This is an optimization exercise on Yosys and OpenROAD, whose aim is small area, a short achievable clock period and few clock cycles per item, not a production implementation. Only simulation tests tie the RTL to the original design; equivalence was not proved.

==> inputs of exp/harbor <==
## sdeb_top
module sdeb_top (
	input  logic clk,
	input  logic arst_n,
	input  logic in_valid,
	output logic in_stall,
	input  logic signed [15:0] in_x,
	input  logic signed [15:0] in_y,
	input  logic [15:0] in_energy,
	input  logic in_frame_start,
	output logic out_valid,
	input  logic out_stall,
	output logic [5:0] out_hit_bin,
	output logic [8:0] out_peak_angle,
	output logic [7:0] out_peak_level,
	input  logic cfg_we,
	input  logic [1:0] cfg_index,
	input  logic [7:0] cfg_data
);
clock: 7.0 ns
lec_check: 0
cap_margin: 20
core_margin: 2
core_utilization: 40
slew_margin: 20
run.sh (not shown) runs the stock make flow with config.mk's settings and CLKGATE_MAP_FILE= SYNTH_SCRIPT=/design/flow/synth_recipe.tcl, a recipe that flattens the netlist after the stock synthesis.
==> inputs of exp/cedar, as changes to exp/harbor <==
--- a/flow/design.v
+++ b/flow/design.v
@@ -228,13 +228,13 @@
 	assign add1 = m3_rc ? m3_q : pp3[11:4];
 	localparam int SW = 1 + 1 + 1 + 6;
 	logic cv;
 	logic [13:0] dirs;
 	logic [SW-1:0] side_o;
 	logic [7:0] c_add;
-	sdeb_cordic #(.SW(SW), .SW2(8), .J2(4)) u_cordic (
+	sdeb_cordic #(.SW(SW), .SW2(8), .J2(4), .REG_AFTER(14'b10_1011_1111_1111)) u_cordic (
 		.clk(clk), .arst_n(arst_n),
 		.in_valid(v0_q),
 		.x_in({1'b0, ax0_q, 2'b00}),
 		.y_in({yf0_q, 2'b00}),
 		.side_in({rc0_q, hd0_q, fs0_q, tag0_q}),
 		.side2_in(add1),
@@ -285,12 +285,13 @@
 	logic signed [9:0] b_ca;      
 	always_ff @(posedge clk or negedge arst_n)
 		if (!arst_n) b_v <= 1'b0;
 		else b_v <= za_v;
 	always_ff @(posedge clk) begin
 		b_h <= hn;
+		ra_q <= (scan_q && scnt_q < 6'(NB)) ? scnt_q : hn;
 		b_add <= za_add;
 		b_ca <= 10'({2'd0, ceiling_q}) - 10'({2'd0, za_add});
 		b_mca <= (za_add > ceiling_q) ? ceiling_q : za_add;
 		b_fs <= z_fs;
 		b_head <= z_hd;
 	end
@@ -306,18 +307,17 @@
 	logic [9:0] u_bn;
 	logic signed [11:0] u_c1;
 	logic [7:0] u_mca;
 	logic [10:0] u_cbn, u_mbn;
 	logic signed [10:0] spa_q, spa_n;    
 	logic [1:0] cc;
-	logic [5:0] raddr;
+	logic [5:0] ra_q;           
 	logic [8:0] bdd;
 	logic [9:0] bnb;
 	logic signed [11:0] c1b;
 	logic [7:0] mcab;
-	assign raddr = (scan_q && scnt_q < 6'(NB)) ? scnt_q : b_h;
 	assign bdd = b_fs ? {decay_step_q, 1'b0} : {1'b0, decay_step_q};
 	assign base_n = consume ? u_bn[7:0] : base_q;
 	logic [9:0] bnb0, bnb1;
 	logic signed [11:0] c1b0, c1b1;
 	logic [10:0] cbb0, cbb1, mbb0, mbb1;
 	assign bnb0 = {2'b00, base_q} + {1'b0, bdd};
@@ -329,13 +329,13 @@
 	assign mbb0 = {3'd0, b_mca} + {1'b0, bnb0};
 	assign mbb1 = {3'd0, b_mca} + {1'b0, bnb1};
 	assign bnb = consume ? bnb1 : bnb0;
 	assign c1b = consume ? c1b1 : c1b0;
 	assign mcab = b_mca;
 	logic [8:0] rsb, rsn;
-	assign rsb = bins_q[raddr];
+	assign rsb = bins_q[ra_q];
 	always_comb begin
 		if (consume && u_h == b_h) rsn = snew;
 		else if (!consume || cc == 2'd0) rsn = rsb;
 		else if (cc == 2'd1) rsn = rsb[8] ? {1'b0, rsb[7:0]} : 9'd0;
 		else rsn = 9'd0;
 	end
@@ -407,23 +407,23 @@
 			take = 1'b1;
 			rescan = !ge;
 		end else take = hlt ? ge : gt;
 	end
 	logic better;
 	assign better = rsf > thr_q;
-	assign scan_last = (scnt_q == 6'(NB + 1));
+	assign scan_last = (scnt_q == 6'(NB + 2));
 	always_ff @(posedge clk)
 		if (!scan_q) begin
 			scnt_q <= '0;
 			sidx_q <= '0;
 			thr_q <= {1'b0, base_q};
 		end else begin
 			scnt_q <= scnt_q + 6'd1;
 			if (scnt_q == 6'd0) thr_q <= {1'b0, base_q};
-			else if (scnt_q <= 6'(NB) && better) begin
-				sidx_q <= scnt_q - 6'd1;
+			else if (scnt_q >= 6'd2 && scnt_q <= 6'(NB + 1) && better) begin
+				sidx_q <= scnt_q - 6'd2;
 				thr_q <= rsf;
 			end
 		end
 	always_ff @(posedge clk or negedge arst_n)
 		if (!arst_n) bins_q <= '0;
 		else for (int j = 0; j < NB; j++) begin
- CORE_UTILIZATION: 40 -> 55
- CTS_BUF_LIST: default -> sky130_fd_sc_hd__clkbuf_8
- SETUP_SLACK_MARGIN: default -> 3.0
==> inputs of exp/violet, as changes to exp/harbor <==
--- a/flow/design.v
+++ b/flow/design.v
@@ -181,24 +181,36 @@
 	logic xneg, xz, yz;
 	assign ix = in_data.x_pos;
 	assign iy = in_data.y_pos;
 	assign xneg = ix[15];
 	assign xz = (ix == 16'd0);
 	assign yz = (iy == 16'd0);
+	logic rx_v, rx_hd, rx_fs;
+	logic [5:0] rx_h;
+	logic [7:0] rx_add;
+	always_ff @(posedge clk or negedge arst_n)
+		if (!arst_n) rx_v <= 1'b0;
+		else rx_v <= recirc;
+	always_ff @(posedge clk) begin
+		rx_hd <= u_head || !seek_q;
+		rx_h <= u_h;
+		rx_add <= u_add;
+		rx_fs <= u_fs;
+	end
 	always_ff @(posedge clk or negedge arst_n)
 		if (!arst_n) v0_q <= 1'b0;
-		else v0_q <= recirc || (in_valid && !stall_q);
+		else v0_q <= rx_v || (in_valid && !stall_q);
 	always_ff @(posedge clk) begin
 		ax0_q <= xneg ? 16'd0 - ix : ix;
 		yf0_q <= xneg ? 17'd0 - {iy[15], iy} : {iy[15], iy};
-		if (recirc) begin
+		if (rx_v) begin
 			rc0_q <= 1'b1;
-			hd0_q <= u_head || !seek_q;
-			tag0_q <= u_h;
-			e0_q <= {8'd0, u_add};
-			fs0_q <= u_fs;
+			hd0_q <= rx_hd;
+			tag0_q <= rx_h;
+			e0_q <= {8'd0, rx_add};
+			fs0_q <= rx_fs;
 		end else begin
 			rc0_q <= 1'b0;
 			hd0_q <= 1'b0;
 			tag0_q <= {2'b00, xneg, xz | yz, yz ? {1'b0, xneg} : {1'b1, iy[15]}};
 			e0_q <= in_data.source_energy;
 			fs0_q <= in_data.frame_start;
@@ -228,13 +240,13 @@
 	assign add1 = m3_rc ? m3_q : pp3[11:4];
 	localparam int SW = 1 + 1 + 1 + 6;
 	logic cv;
 	logic [13:0] dirs;
 	logic [SW-1:0] side_o;
 	logic [7:0] c_add;
-	sdeb_cordic #(.SW(SW), .SW2(8), .J2(4)) u_cordic (
+	sdeb_cordic #(.SW(SW), .SW2(8), .J2(4), .REG_AFTER(14'b10_1011_1111_1111)) u_cordic (
 		.clk(clk), .arst_n(arst_n),
 		.in_valid(v0_q),
 		.x_in({1'b0, ax0_q, 2'b00}),
 		.y_in({yf0_q, 2'b00}),
 		.side_in({rc0_q, hd0_q, fs0_q, tag0_q}),
 		.side2_in(add1),
@@ -285,12 +297,13 @@
 	logic signed [9:0] b_ca;      
 	always_ff @(posedge clk or negedge arst_n)
 		if (!arst_n) b_v <= 1'b0;
 		else b_v <= za_v;
 	always_ff @(posedge clk) begin
 		b_h <= hn;
+		ra_q <= (scan_q && scnt_q < 6'(NB)) ? scnt_q : hn;
 		b_add <= za_add;
 		b_ca <= 10'({2'd0, ceiling_q}) - 10'({2'd0, za_add});
 		b_mca <= (za_add > ceiling_q) ? ceiling_q : za_add;
 		b_fs <= z_fs;
 		b_head <= z_hd;
 	end
@@ -306,18 +319,17 @@
 	logic [9:0] u_bn;
 	logic signed [11:0] u_c1;
 	logic [7:0] u_mca;
 	logic [10:0] u_cbn, u_mbn;
 	logic signed [10:0] spa_q, spa_n;    
 	logic [1:0] cc;
-	logic [5:0] raddr;
+	logic [5:0] ra_q;           
 	logic [8:0] bdd;
 	logic [9:0] bnb;
 	logic signed [11:0] c1b;
 	logic [7:0] mcab;
-	assign raddr = (scan_q && scnt_q < 6'(NB)) ? scnt_q : b_h;
 	assign bdd = b_fs ? {decay_step_q, 1'b0} : {1'b0, decay_step_q};
 	assign base_n = consume ? u_bn[7:0] : base_q;
 	logic [9:0] bnb0, bnb1;
 	logic signed [11:0] c1b0, c1b1;
 	logic [10:0] cbb0, cbb1, mbb0, mbb1;
 	assign bnb0 = {2'b00, base_q} + {1'b0, bdd};
@@ -329,13 +341,13 @@
 	assign mbb0 = {3'd0, b_mca} + {1'b0, bnb0};
 	assign mbb1 = {3'd0, b_mca} + {1'b0, bnb1};
 	assign bnb = consume ? bnb1 : bnb0;
 	assign c1b = consume ? c1b1 : c1b0;
 	assign mcab = b_mca;
 	logic [8:0] rsb, rsn;
-	assign rsb = bins_q[raddr];
+	assign rsb = bins_q[ra_q];
 	always_comb begin
 		if (consume && u_h == b_h) rsn = snew;
 		else if (!consume || cc == 2'd0) rsn = rsb;
 		else if (cc == 2'd1) rsn = rsb[8] ? {1'b0, rsb[7:0]} : 9'd0;
 		else rsn = 9'd0;
 	end
@@ -402,28 +414,28 @@
 	logic take, rescan;
 	always_comb begin
 		rescan = 1'b0;
 		if (pd0) take = gt;
 		else if (heq) begin
 			take = 1'b1;
-			rescan = !ge;
+			rescan = !gec;
 		end else take = hlt ? ge : gt;
 	end
 	logic better;
 	assign better = rsf > thr_q;
-	assign scan_last = (scnt_q == 6'(NB + 1));
+	assign scan_last = (scnt_q == 6'(NB + 2));
 	always_ff @(posedge clk)
 		if (!scan_q) begin
 			scnt_q <= '0;
 			sidx_q <= '0;
 			thr_q <= {1'b0, base_q};
 		end else begin
 			scnt_q <= scnt_q + 6'd1;
 			if (scnt_q == 6'd0) thr_q <= {1'b0, base_q};
-			else if (scnt_q <= 6'(NB) && better) begin
-				sidx_q <= scnt_q - 6'd1;
+			else if (scnt_q >= 6'd2 && scnt_q <= 6'(NB + 1) && better) begin
+				sidx_q <= scnt_q - 6'd2;
 				thr_q <= rsf;
 			end
 		end
 	always_ff @(posedge clk or negedge arst_n)
 		if (!arst_n) bins_q <= '0;
 		else for (int j = 0; j < NB; j++) begin
@@ -485,13 +497,13 @@
 			sp_q <= '0;
 		end else begin
 			scan_q <= scan_n;
 			seek_q <= seek_n;
 			cnt_q <= cnt_n;
 			ov_q <= (cnt_n != 2'd0);
-			stall_q <= seek_n || (b_v && (scan_n || cnt_n[1]));
+			stall_q <= seek_n || recirc;
 			base_q <= base_n;
 			if (consume) begin
 				if (take) begin
 					p_q <= u_h;
 					ang_q <= ang_h;
 					sp_q <= snew;
- CORE_UTILIZATION: 40 -> 60
- CTS_BUF_LIST: default -> sky130_fd_sc_hd__clkbuf_8
- SETUP_SLACK_MARGIN: default -> 2.0
==> inputs of exp/ember, as changes to exp/harbor <==
--- a/flow/design.v
+++ b/flow/design.v
@@ -285,12 +285,13 @@
 	logic signed [9:0] b_ca;      
 	always_ff @(posedge clk or negedge arst_n)
 		if (!arst_n) b_v <= 1'b0;
 		else b_v <= za_v;
 	always_ff @(posedge clk) begin
 		b_h <= hn;
+		ra_q <= (scan_q && scnt_q < 6'(NB)) ? scnt_q : hn;
 		b_add <= za_add;
 		b_ca <= 10'({2'd0, ceiling_q}) - 10'({2'd0, za_add});
 		b_mca <= (za_add > ceiling_q) ? ceiling_q : za_add;
 		b_fs <= z_fs;
 		b_head <= z_hd;
 	end
@@ -300,24 +301,23 @@
 	logic [5:0] p_q;              
 	logic [8:0] ang_q;            
 	logic [5:0] scnt_q, sidx_q, sh_q;
 	logic [8:0] thr_q;
 	logic scan_last;
 	logic [8:0] rs_q, snew;
-	logic [9:0] u_bn;
-	logic signed [11:0] u_c1;
+	logic [9:0] u_bn, bn0_q, bn1_q;
+	logic signed [11:0] u_c1, c10_q, c11_q;
+	logic [10:0] cb0_q, cb1_q, mb0_q, mb1_q;
+	logic cons_q;
 	logic [7:0] u_mca;
 	logic [10:0] u_cbn, u_mbn;
 	logic signed [10:0] spa_q, spa_n;    
 	logic [1:0] cc;
-	logic [5:0] raddr;
+	logic [5:0] ra_q;           
 	logic [8:0] bdd;
-	logic [9:0] bnb;
-	logic signed [11:0] c1b;
 	logic [7:0] mcab;
-	assign raddr = (scan_q && scnt_q < 6'(NB)) ? scnt_q : b_h;
 	assign bdd = b_fs ? {decay_step_q, 1'b0} : {1'b0, decay_step_q};
 	assign base_n = consume ? u_bn[7:0] : base_q;
 	logic [9:0] bnb0, bnb1;
 	logic signed [11:0] c1b0, c1b1;
 	logic [10:0] cbb0, cbb1, mbb0, mbb1;
 	assign bnb0 = {2'b00, base_q} + {1'b0, bdd};
@@ -325,17 +325,19 @@
 	assign c1b0 = 12'({2'd0, bnb0}) + 12'(b_ca);
 	assign c1b1 = 12'({2'd0, bnb1}) + 12'(b_ca);
 	assign cbb0 = {3'd0, ceiling_q} + {1'b0, bnb0};
 	assign cbb1 = {3'd0, ceiling_q} + {1'b0, bnb1};
 	assign mbb0 = {3'd0, b_mca} + {1'b0, bnb0};
 	assign mbb1 = {3'd0, b_mca} + {1'b0, bnb1};
-	assign bnb = consume ? bnb1 : bnb0;
-	assign c1b = consume ? c1b1 : c1b0;
+	assign u_bn = cons_q ? bn1_q : bn0_q;
+	assign u_c1 = cons_q ? c11_q : c10_q;
+	assign u_cbn = cons_q ? cb1_q : cb0_q;
+	assign u_mbn = cons_q ? mb1_q : mb0_q;
 	assign mcab = b_mca;
 	logic [8:0] rsb, rsn;
-	assign rsb = bins_q[raddr];
+	assign rsb = bins_q[ra_q];
 	always_comb begin
 		if (consume && u_h == b_h) rsn = snew;
 		else if (!consume || cc == 2'd0) rsn = rsb;
 		else if (cc == 2'd1) rsn = rsb[8] ? {1'b0, rsb[7:0]} : 9'd0;
 		else rsn = 9'd0;
 	end
@@ -345,17 +347,22 @@
 	always_ff @(posedge clk) begin
 		u_h <= b_h;
 		u_add <= b_add;
 		u_fs <= b_fs;
 		u_head <= b_head;
 		rs_q <= rsn;
-		u_bn <= bnb;
-		u_c1 <= c1b;
+		bn0_q <= bnb0;
+		bn1_q <= bnb1;
+		c10_q <= c1b0;
+		c11_q <= c1b1;
+		cb0_q <= cbb0;
+		cb1_q <= cbb1;
+		mb0_q <= mbb0;
+		mb1_q <= mbb1;
+		cons_q <= consume;
 		u_mca <= mcab;
-		u_cbn <= consume ? cbb1 : cbb0;
-		u_mbn <= consume ? mbb1 : mbb0;
 		spa_q <= spa_n;
 	end
 	logic [8:0] rsf;
 	logic [7:0] bnl;
 	assign rsf = rs_q;
 	assign cc = u_bn[9:8];
@@ -407,23 +414,23 @@
 			take = 1'b1;
 			rescan = !ge;
 		end else take = hlt ? ge : gt;
 	end
 	logic better;
 	assign better = rsf > thr_q;
-	assign scan_last = (scnt_q == 6'(NB + 1));
+	assign scan_last = (scnt_q == 6'(NB + 2));
 	always_ff @(posedge clk)
 		if (!scan_q) begin
 			scnt_q <= '0;
 			sidx_q <= '0;
 			thr_q <= {1'b0, base_q};
 		end else begin
 			scnt_q <= scnt_q + 6'd1;
 			if (scnt_q == 6'd0) thr_q <= {1'b0, base_q};
-			else if (scnt_q <= 6'(NB) && better) begin
-				sidx_q <= scnt_q - 6'd1;
+			else if (scnt_q >= 6'd2 && scnt_q <= 6'(NB + 1) && better) begin
+				sidx_q <= scnt_q - 6'd2;
 				thr_q <= rsf;
 			end
 		end
 	always_ff @(posedge clk or negedge arst_n)
 		if (!arst_n) bins_q <= '0;
 		else for (int j = 0; j < NB; j++) begin
- CORE_UTILIZATION: 40 -> 65
- CTS_BUF_LIST: default -> sky130_fd_sc_hd__clkbuf_8
- SETUP_SLACK_MARGIN: default -> 4
==> summary of the runs <==
exp/ember finished clean. exp/violet ran to the end with no violations. exp/harbor produced a clean layout. exp/cedar went through all stages and came out clean. The highest worst setup slack belongs to exp/cedar, the lowest to exp/harbor. Area after synthesis: exp/cedar < exp/violet < exp/harbor < exp/ember. Between exp/violet and exp/cedar, the lower die area is in exp/violet (gap about 6.5%, measured against exp/cedar). Global-route usage, highest first: exp/ember, exp/violet, exp/cedar, exp/harbor. The highest non-clock buffer count belongs to exp/ember, the lowest to exp/violet. The lowest clock skew belongs to exp/harbor, the highest to exp/ember. Cell area: exp/violet < exp/cedar < exp/harbor < exp/ember. In exp/cedar the core utilization is lower than in exp/ember, by 20 points. Hold slack: exp/harbor is better than exp/ember (0.033 ns). Between exp/harbor and exp/violet, the lower register-to-register slack is in exp/harbor (gap 0.78 ns).
==> figures <==
                                                                              exp/harbor                exp/violet                 exp/ember                exp/cedar
Outcome                                                          complete, no violations   complete, no violations   complete, no violations  complete, no violations
Clock network latency to the later pin of the worst-skew pair                    0.81 ns                   0.95 ns                   0.99 ns                  0.95 ns
Fillcell total                                                                     17070                      9539                      6483                    10710
Multi-Input Combinational                                                           5270                      4924                      5337                     4941
GRT Total Usage                                                                   20.48%                    29.53%                    35.38%                   27.80%
Routing usage on met1                                                             26.59%                    39.10%                    44.46%                   37.97%
Seq cells                                                                           1421                      1386                      1472                     1369
Floorplan die area                                                            186100 um2                123100 um2                118500 um2               131700 um2
Vias in the first global route                                                     53450                     51720                     58740                    49800
Clock Buffer Count                                                                   210                       273                       288                      273
Via-to-Cell Ratio                                                                  5.399                     5.790                     6.174                    5.661
Global Route met3 Usage                                                           3.390%                    5.071%                    8.813%                   4.782%
XOR/XNOR share of the synthesized area                                            9.832%                    9.516%                    9.692%                   9.962%
Measured slew at the worst slew-check pin                                       1.194 ns                  1.151 ns                  1.164 ns                 1.212 ns
Row count                                                                            156                       127                       124                      131
Count of cell types in the netlist                                                    90                        93                       106                       92
Worst path slowest cell                                        sky130_fd_sc_hd__a21boi_0  sky130_fd_sc_hd__dfxtp_1  sky130_fd_sc_hd__dfstp_4    sky130_fd_sc_hd__fa_2
Inst Count DP                                                                       9652                      8546                      8926                     8547
Die width                                                                       431.3 um                  350.9 um                  344.3 um                 362.9 um
RSZ-0062 raised after global routing                                               false                     false                      true                     true
Number of non-clock inverters in the layout                                          445                       482                       470                      432
Testbench counts of exp/harbor, summed over its fixed seeds: cycles 2,544, items 2,400.
Testbench counts of exp/cedar, summed over its fixed seeds: cycles 2,536, items 2,400.
Testbench counts of exp/violet, summed over its fixed seeds: cycles 2,536, items 2,400.
Testbench counts of exp/ember, summed over its fixed seeds: cycles 2,544, items 2,400.

## separate check: timing with driven ports
In the flow no input, the clock included, has a driving cell. The finished layouts below were timed again as built, in two steps.
Step 1: set_driving_cell puts a clkbuf_16 on clk and a buf_2 on each other input, an assumption about the parent block.
Step 2 moves the port delays by t, midway between the first and last clock arrival at a register: inputs arrive t later, outputs are due t later. That takes back most of the time a late clock gives input paths.
a / b / c = ideal / step 1 / step 2; a / b = the first two.
run	shift t [ns]	setup WS [ns]	worst slew at a driven data input, ns	pins driven straight from the clock port
exp/harbor	0.872	1.646 / 1.646 / 1.646	0.11	1
exp/cedar	1.005	3.084 / 3.084 / 3.084	0.11	1
exp/violet	1.002	2.424 / 2.424 / 2.424	0.13	1
exp/ember	1.019	2.824 / 2.824 / 2.824	0.13	1
After both steps every run listed still meets setup and hold.
